This is an optimization exercise on Yosys and OpenROAD, whose aim is small area, a short achievable clock period and few clock cycles, not a production implementation.
The RTL was checked by simulation tests, not by an equivalence proof against the original design.

==> flow/design.v <==
package vmem_pkg;
  localparam int defaultRegisterSize = 8;
  localparam int defaultVectorSize   = 4;
  localparam int numBanks            = 4;    
  localparam int bankRows            = 64;
  typedef logic [defaultRegisterSize-1:0] lane_t;
  typedef lane_t [defaultVectorSize-1:0]  vec_t;
endpackage
module vmem_p8 (
  input  logic [7:0] s,
  input  logic [7:0] d,
  output logic       y
);
  assign y = |(s & d);
endmodule
module vmem_p4 (
  input  logic [3:0] s,
  input  logic [3:0] d,
  output logic       y
);
  assign y = |(s & d);
endmodule
module vmem_nor2 (
  input  logic [1:0] a,
  output logic       y
);
  assign y = ~|a;
endmodule
module vmem_nand4 (
  input  logic [3:0] a,
  output logic       y
);
  assign y = ~&a;
endmodule
module vmem_or8 (
  input  logic [7:0] a,
  output logic       y
);
  logic [3:0] n;
  for (genvar i = 0; i < 4; i++) begin : g_n
    vmem_nor2 u_n (.a(a[2*i +: 2]), .y(n[i]));
  end
  vmem_nand4 u_y (.a(n), .y(y));
endmodule
module vmem_ao22 (
  input  logic a, b, c, d,
  output logic y
);
  assign y = (a & b) | (c & d);
endmodule
module vmem_ao222 (
  input  logic a, b, c, d, e, f,
  output logic y
);
  assign y = (a & b) | (c & d) | (e & f);
endmodule
module vmem_bank #(
  parameter int rows = 64
) (
  input  logic [rows-1:0] sel,
  input  logic [rows-1:0] d,
  output logic            y
);
  logic [rows/8-1:0] p;
  for (genvar m = 0; m < rows/8; m++) begin : g_part
    vmem_p8 u_p (.s(sel[8*m +: 8]), .d(d[8*m +: 8]), .y(p[m]));
  end
  vmem_or8 u_or (.a(p), .y(y));
endmodule
module vec_mem_responder #(
  parameter int registerSize = 8,
  parameter int vectorSize   = 4,
  parameter int addrWidth    = 16,
  parameter int memDepth     = 256
) (
  input  logic                                    clk,
  input  logic                                    rst,
  input  logic                                    req_valid,
  output logic                                    req_ready,
  input  logic                                    req_write,
  input  logic                                    req_vec,
  input  logic [addrWidth-1:0]                    req_addr,
  input  logic [vectorSize-1:0][registerSize-1:0] req_wdata,
  output logic                                    resp_valid,
  input  logic                                    resp_ready,
  output logic [vectorSize-1:0][registerSize-1:0] resp_rdata,
  output logic                                    resp_err
);
  localparam int NB   = vmem_pkg::numBanks;
  localparam int ROWS = vmem_pkg::bankRows;
  localparam int W    = registerSize;
  logic                    req_err;
  logic [1:0]              a0;
  logic [5:0]              r;
  logic [7:0]              hr, lr;      
  logic [NB-1:0]           d_c;         
  logic [NB-1:0][7:0]      d_hi, d_lo;  
  logic [NB-1:0]           d_ae;        
  logic [NB-1:0]           d_we;        
  logic [NB-1:0]           d_rot;       
  logic [NB-1:0][7:0]      d_hs_n;      
  logic [NB-1:0][7:0]      d_hw_n;      
  logic [NB-1:0][7:0]      d_lo_n;      
  logic [NB-1:0][W-1:0]    d_wdata;
  assign req_err = (|req_addr[addrWidth-1:8]) ||
                   (req_vec && (req_addr[7:0] > 8'(memDepth - vectorSize)));
  assign a0 = req_addr[1:0];
  assign r  = req_addr[7:2];
  always_comb begin
    for (int h = 0; h < 8; h++) begin
      hr[h] = (r[5:3] == 3'(h));
      lr[h] = (r[2:0] == 3'(h));
    end
  end
  always_comb begin
    for (int b = 0; b < NB; b++) begin
      d_c[b]     = (2'(b) < a0);
      d_lo[b]    = d_c[b] ? {lr[6:0], lr[7]} : lr;
      d_hi[b]    = (d_c[b] && lr[7]) ? {hr[6:0], hr[7]} : hr;
      d_ae[b]    = !req_err && (req_vec || (a0 == 2'(b)));
      d_we[b]    = req_write && d_ae[b];
      d_rot[b]   = !req_write && !req_err && (a0 == 2'(b));
      d_wdata[b] = req_wdata[2'(2'(b) - a0)];
      for (int h = 0; h < 8; h++) begin
        d_hs_n[b][h] = !(d_ae[b] && d_hi[b][h]);
        d_hw_n[b][h] = !(req_valid && d_we[b] && d_hi[b][h]);
        d_lo_n[b][h] = !d_lo[b][h];
      end
    end
  end
  logic                    rdy;         
  logic                    busy;        
  logic                    acc;
  logic                    s1_v, s2_v, m_v, k_v;
  logic                    m_v_o;       
  logic                    s1_err, s2_err, k_err;
  logic [NB-1:0]           s1_rot, s2_rot;
  logic [NB-1:0][7:0]      s1_hw_n;
  logic [NB-1:0][7:0]      s1_hs_n;
  logic [NB-1:0][7:0]      s1_lo_n;
  logic [NB-1:0][W-1:0]    s1_wdata;
  logic [NB-1:0][W-1:0]    s2_bv;       
  logic [vectorSize-1:0][W-1:0] k_rdata;
  logic                    pop, tk, ex2, ex1, s2_en;
  logic                    m_v_n, k_v_n, s2_v_n, s1_v_n;
  assign acc        = req_valid && rdy;
  assign req_ready  = !busy;
  assign resp_valid = m_v_o;
  assign pop   = m_v && resp_ready;
  assign tk    = pop && k_v;            
  assign ex2   = s2_v && !k_v;
  assign s2_en = !s2_v || !k_v;         
  assign ex1   = s1_v && s2_en;         
  logic [NB-1:0][ROWS-1:0][W-1:0] mem, mem_d;
  logic [NB-1:0][ROWS-1:0]        rsel, wsel, wsel_n;
  logic [NB-1:0][W-1:0]           bv;
  for (genvar b = 0; b < NB; b++) begin : g_bank
    always_comb begin
      for (int j = 0; j < ROWS; j++) begin
        rsel[b][j] = ~(s1_hs_n[b][j/8] | s1_lo_n[b][j%8]);
        wsel[b][j] = ~(s1_hw_n[b][j/8] | s1_lo_n[b][j%8]);
        wsel_n[b][j] = ~wsel[b][j];
      end
    end
    for (genvar j = 0; j < ROWS; j++) begin : g_row
      for (genvar k = 0; k < W; k++) begin : g_bit
        vmem_ao22 u_wr (.a(wsel[b][j]), .b(s1_wdata[b][k]), .c(wsel_n[b][j]), .d(mem[b][j][k]),
                        .y(mem_d[b][j][k]));
      end
    end
    always_ff @(posedge clk) mem[b] <= mem_d[b];
    for (genvar k = 0; k < W; k++) begin : g_bit
      logic [ROWS-1:0] col;
      for (genvar j = 0; j < ROWS; j++) begin : g_row
        assign col[j] = mem[b][j][k];
      end
      vmem_bank #(.rows(ROWS)) u_rd (
        .sel (rsel[b]),
        .d   (col),
        .y   (bv[b][k])
      );
    end
  end
  logic                          m_e, m_h, k_e, k_h;
  assign m_e = ex2 && (!m_v || pop);
  assign m_h = !(tk || m_e);
  assign k_e = ex2 && m_v;
  assign k_h = !k_e;
  logic [vectorSize-1:0][W-1:0]  x, m_d, k_d;
  logic                          m_err_d, k_err_d;
  for (genvar i = 0; i < vectorSize; i++) begin : g_lane
    for (genvar k = 0; k < W; k++) begin : g_bit
      logic [NB-1:0] ts, td;
      for (genvar b = 0; b < NB; b++) begin : g_term
        assign ts[b] = s2_rot[(b + NB - i) % NB];
        assign td[b] = s2_bv[b][k];
      end
      vmem_p4 u_x (.s(ts), .d(td), .y(x[i][k]));
      vmem_ao222 u_m (.a(m_h), .b(resp_rdata[i][k]), .c(tk), .d(k_rdata[i][k]),
                      .e(m_e), .f(x[i][k]), .y(m_d[i][k]));
      vmem_ao22 u_k (.a(k_h), .b(k_rdata[i][k]), .c(k_e), .d(x[i][k]), .y(k_d[i][k]));
    end
  end
  vmem_ao222 u_merr (.a(m_h), .b(resp_err), .c(tk), .d(k_err), .e(m_e), .f(s2_err),
                     .y(m_err_d));
  vmem_ao22 u_kerr (.a(k_h), .b(k_err), .c(k_e), .d(s2_err), .y(k_err_d));
  always_comb begin
    m_v_n  = m_v;
    k_v_n  = k_v;
    if (pop) begin
      m_v_n = k_v;
      k_v_n = 1'b0;
    end
    if (ex2) begin
      if (!m_v_n) m_v_n = 1'b1;
      else        k_v_n = 1'b1;
    end
    s2_v_n = ex1 || (s2_v && !ex2);
    s1_v_n = acc || (s1_v && !ex1);
  end
  always_ff @(posedge clk or posedge rst) begin
    if (rst) begin
      rdy    <= 1'b1;
      s1_v   <= 1'b0;
      s1_hw_n <= '1;
      s2_v   <= 1'b0;
      m_v    <= 1'b0;
      m_v_o  <= 1'b0;
      k_v    <= 1'b0;
    end else begin
      m_v    <= m_v_n;
      m_v_o  <= m_v_n;
      k_v    <= k_v_n;
      s2_v   <= s2_v_n;
      s1_v   <= s1_v_n;
      rdy    <= !(s1_v_n && s2_v_n && k_v_n);
      if (rdy)      s1_hw_n <= d_hw_n;
    end
  end
  always_ff @(posedge clk) begin
    busy <= !rst && s1_v_n && s2_v_n && k_v_n;
    if (rdy) begin
      s1_err   <= req_err;
      s1_rot   <= d_rot;
      s1_hs_n  <= d_hs_n;
      s1_lo_n  <= d_lo_n;
      s1_wdata <= d_wdata;
    end
    if (s2_en) begin
      s2_err   <= s1_err;
      s2_rot   <= s1_rot;
      s2_bv    <= bv;
    end
    resp_rdata <= m_d;
    resp_err   <= m_err_d;
    k_rdata    <= k_d;
    k_err      <= k_err_d;
  end
endmodule
==> flow/run.sh <==
#!/bin/bash
# synth_recipe.tcl (not shown) runs the flow's synth.tcl, then flattens the netlist and writes it again
# the make line also repeats each setting of config.mk as NAME=value (left out here)
make -C /OpenROAD-flow-scripts/flow DESIGN_CONFIG=/design/flow/config.mk WORK_HOME=/design/flow/orfs CLKGATE_MAP_FILE= SYNTH_SCRIPT=/design/flow/synth_recipe.tcl finish
==> flow/config.mk <==
export PLATFORM = sky130hd
export DESIGN_NAME = vec_mem_responder
export DESIGN_NICKNAME = vec_mem_responder
export VERILOG_FILES = /design/flow/design.v
export SDC_FILE = /design/flow/constraint.sdc
export NUM_CORES = 4
export LEC_CHECK = 0
export CAP_MARGIN = 20
export CORE_MARGIN = 2
export CORE_UTILIZATION = 65
export CTS_CLUSTER_DIAMETER = 100
export CTS_CLUSTER_SIZE = 25
export SETUP_SLACK_MARGIN = 3.6
export SLEW_MARGIN = 20
export SYNTH_HIERARCHICAL = 1
==> flow/constraint.sdc <==
create_clock -name core_clock -period 6.0 [get_ports {clk}]
set_input_delay 1.2000 -clock core_clock [delete_from_list [all_inputs] [get_ports {clk}]]
set_output_delay 1.2000 -clock core_clock [all_outputs]
set_load 0.01 [all_outputs]
==> results.json <==
{
  "cts.clk_slew.worst_paths_ps": 100,
  "antenna_left": 0,
  "timing.clock.skew_ps": 26.4,
  "report.final.hold_viol_count": 0,
  "dr.pass1.iters": 10,
  "timing.final.crit_share": 0.423,
  "grt_pass1_vias": 60100,
  "max-slew-margin-rel": 0.221,
  "vias": 65300,
  "drt_first_iter_violations": 9152,
  "layout.cells.most_common": "sky130_fd_sc_hd__dfxtp_1",
  "grt_start_max_net_pins": 70,
  "final-max-slew-violation-count": 0,
  "multi_input_area_um2": 34000,
  "n_fill_cell": 9032,
  "count_of_maximum_capacitance_violations": 0,
  "layout_min_cycle_time_ps": 2540,
  "floorplan.core_area_um2": 126000,
  "layout.nets": 7425,
  "crit_fanout": 16,
  "synthDistinctLibCells": 48,
  "wl_per_cell_um": 26.9,
  "rsz_0062_raised_after_global_routing": "yes",
  "drive_gt1_frac": 0.0947,
  "synth_nets": 7179,
  "finished_cell_area_um2": 89900,
  "critical_path_required_ps": 6310,
  "detailed_place.area_um2": 85700,
  "share_of_synthesized_flip_flops_with_an_asynchronous_set_or_reset": 0.0162,
  "register_area_um2": 47500,
  "setup.worst_path.class": "reg -> reg",
  "cts-root-to-sink-buffers": 3,
  "hold_class": "reg -> reg",
  "dpl.hpwl_mm": 154,
  "synth-seq-cells": 2290,
  "postRouteWirelength_mm": 243,
  "cts_root_buf": "sky130_fd_sc_hd__clkbuf_16",
  "clock_latency_ps": 750,
  "grtUsageTotal": 0.356,
  "setup-tns-final_ps": 0,
  "timing.critical_path.from_type": "flop",
  "whs_ps": 467,
  "cp-end-kind": "flop",
  "timing.critical_path.arrival_ps": 2850,
  "ratio_of_total_power_to_cell_area_nw_per_um2": 309,
  "synth-seq-area-share": 0.574,
  "initial_utilization": 0.657,
  "cts.hold.buffers_added": 0,
  "clock_sinks": 2290,
  "prevailing_post_synth_register_cell": "sky130_fd_sc_hd__dfxtp_1",
  "syn-mean-instance-area_um2": 11.6,
  "synth_edf_count": 138,
  "drt_drc_violations_left": 0,
  "port-buffer-count": 88,
  "clock.fmax_mhz": 394,
  "outcome": "finished clean",
  "leakage_nw": 34.8,
  "initial_antenna_violation_count": 8,
  "grt-ovfl-total": 0,
  "routed_via_density": 7.22,
  "number_of_rows_in_the_core_area": 130,
  "cts_inserted_buffers": 101,
  "total_die_area_um2": 130000,
  "synthCells": 7120,
  "worst-slew-pin-transition_ps": 1170,
  "chipHeight_um": 361,
  "cts_tree": "yes",
  "areaGrowthSynthToFinish_pct": 8.70,
  "pin_count": 89,
  "global_route_wire_length_before_repair_mm": 368,
  "chipWidth_um": 361,
  "setup_violations": 0,
  "peak_ir_drop_on_the_vdd_network_uv": 340,
  "ctsHtreeMaxLevel": 3,
  "finalWeightedCongestion": 0.927,
  "power.total_w": 0.0277,
  "layout_common_cells": "sky130_fd_sc_hd__dfxtp_1 (2082), sky130_fd_sc_hd__a22o_1 (2081), sky130_fd_sc_hd__a22oi_1 (1085)",
  "synth.cell_area_um2": 82700,
  "yosys_warnings": 7
}
[per-stage QoR]
stage | setup WS, ps | instances | util
after floorplan | 2950 | 7120 | -
after global placement | 1950 | 8818 | 0.681
after detailed placement | 1880 | 8818 | 0.681
after CTS | 3480 | 9020 | 0.712
after global routing | 3470 | 9039 | 0.714
final | 3460 | 9042 | 0.714
[cell type report]
class / count / area share
multi-input cells: 4432 / 0.378
flip-flops and latches: 2290 / 0.528
inverters: 306 / 0.0130
well taps: 1650 / 0.0230
clock buffers: 125 / 0.0301
repair buffers: 234 / 0.0274
repair inverters: 1 / 0.0000835
clock inverters: 1 / 0.000125
diodes: 3 / 0.0000835
[Yosys stat by module (local to each module, per instance), excerpt]
module             area (um^2)  times used  flip-flops and latches  cells inside
vec_mem_responder        53400           1                    2290          3437
vmem_ao22                 8.76        2081                       0             1
vmem_ao222                13.8          33                       0             2
vmem_nand4                6.26          32                       0             1
vmem_p4                   18.8          32                       0             3
vmem_p8                   36.3         256                       0             5
[state kept, by name, summed over array words and instances, names as in the netlist, 4 cells and up]
name	count
k_rdata	32
mem	2048
resp_rdata	32
s1_hs_n	32
s1_hw_n	32
s1_lo_n	32
s1_rot	4
s1_wdata	32
s2_bv	32
s2_rot	4
[cells by family after synthesis]
| group | synth area share |
|---|---|
| and+or+nand+nor | 0.0694 |
| muxes | 0.00937 |
| adders and majority gates | 0.000757 |
| xor gates and xnor gates | 0.000636 |
| buffers and inverters | 0.0184 |
| DFF | 0.574 |
| AOI/OAI and AO/OA | 0.328 |
[final timing paths]
check | startpoint | end | slack, ps | cells past startpoint
setup / recovery | s1_lo_n[16] | s2_bv[23] | 3460 | 6
hold / removal | s1_err | s2_err | 470 | 0
setup reg to reg | s1_lo_n[16] | s2_bv[23] | 3460 | 6
hold reg to reg | s1_err | s2_err | 470 | 0
max in group asynchronous | rst | m_v | 4410 | 2
min in group asynchronous | rst | m_v | 1000 | 2
[per-layer routing]
metal | wire [um] | vias to the layer above | track usage
li1 | - | 29200 | -
met1 | 104000 | 31900 | 0.536
met2 | 105000 | 3666 | 0.525
met3 | 26200 | 465 | 0.0584
met4 | 7570 | 8 | 0.108
met5 | 43 | - | 0
[synthesized netlist by cell type, drive strengths merged, types with 9 or more instances]
cell type	number	area share
a31oi	15	0.0011
buf	39	0.0020
dfxtp	2115	0.51
nand2	79	0.0036
nor2	442	0.020
dfstp	33	0.010
nand4	289	0.022
a21oi	35	0.0021
or2	257	0.019
a22o	2081	0.22
nor3	10	0.00098
inv	306	0.014
a22oi	1088	0.099
edfxtp	138	0.050
a222oi	33	0.0040
mux4	32	0.0087
nand3	9	0.00054
clkbuf	56	0.0025
[critical path: stages (launching register included)]
cell and delay [ps]:
sky130_fd_sc_hd__edfxtp_1 360, sky130_fd_sc_hd__buf_4 340, sky130_fd_sc_hd__nor2_1 220, sky130_fd_sc_hd__a22oi_1 240
sky130_fd_sc_hd__nand4_1 180, sky130_fd_sc_hd__nor2_1 260, sky130_fd_sc_hd__nand4_1 490
[report_power, final]
group | total, W | internal, W | switching (W)
logic | 0.00351 | 0.000915 | 0.00260
clock network | 0.00780 | 0.00318 | 0.00462
registers | 0.0164 | 0.0158 | 0.000577
[what timing repair did]
item | in CTS | in global routing
cloned | 4 | 2
pin swaps | 14 | 6
setup endpoints to repair | 220 | 124
buffers inserted | 72 | 17
gates resized for setup | 258 | 27
Testbench counts, summed over its fixed seeds: cycles 8,024.

static timing again, ports no longer ideal:
No port has a modelled driver above. Below, the same layout with a new extraction and two added sets of constraints.
Step 1 sets driving cells, clkbuf_16 on the clock port and buf_2 on the other inputs (assumed; they add their load-dependent delay and slew).
Step 2 times the ports against the registers' clock, not the clock port: input delays grow and output delays shrink by t, the midpoint of the rising clock arrivals with the driver on.
Slacks: no drivers / after step 1 / after step 2; pairs: no drivers / after step 1.
t, ns: 0.827
setup WS [ns]: 3.463 / 3.424 / 2.772
worst setup path after step 2: input to register
worst slew at a driven data input, ns: 0.17
cell pins on the clock port's net: 1
After both steps setup and hold are still met in this run. The setup slack of this run moves by -0.039 ns with the drivers and by -0.691 ns with both steps.
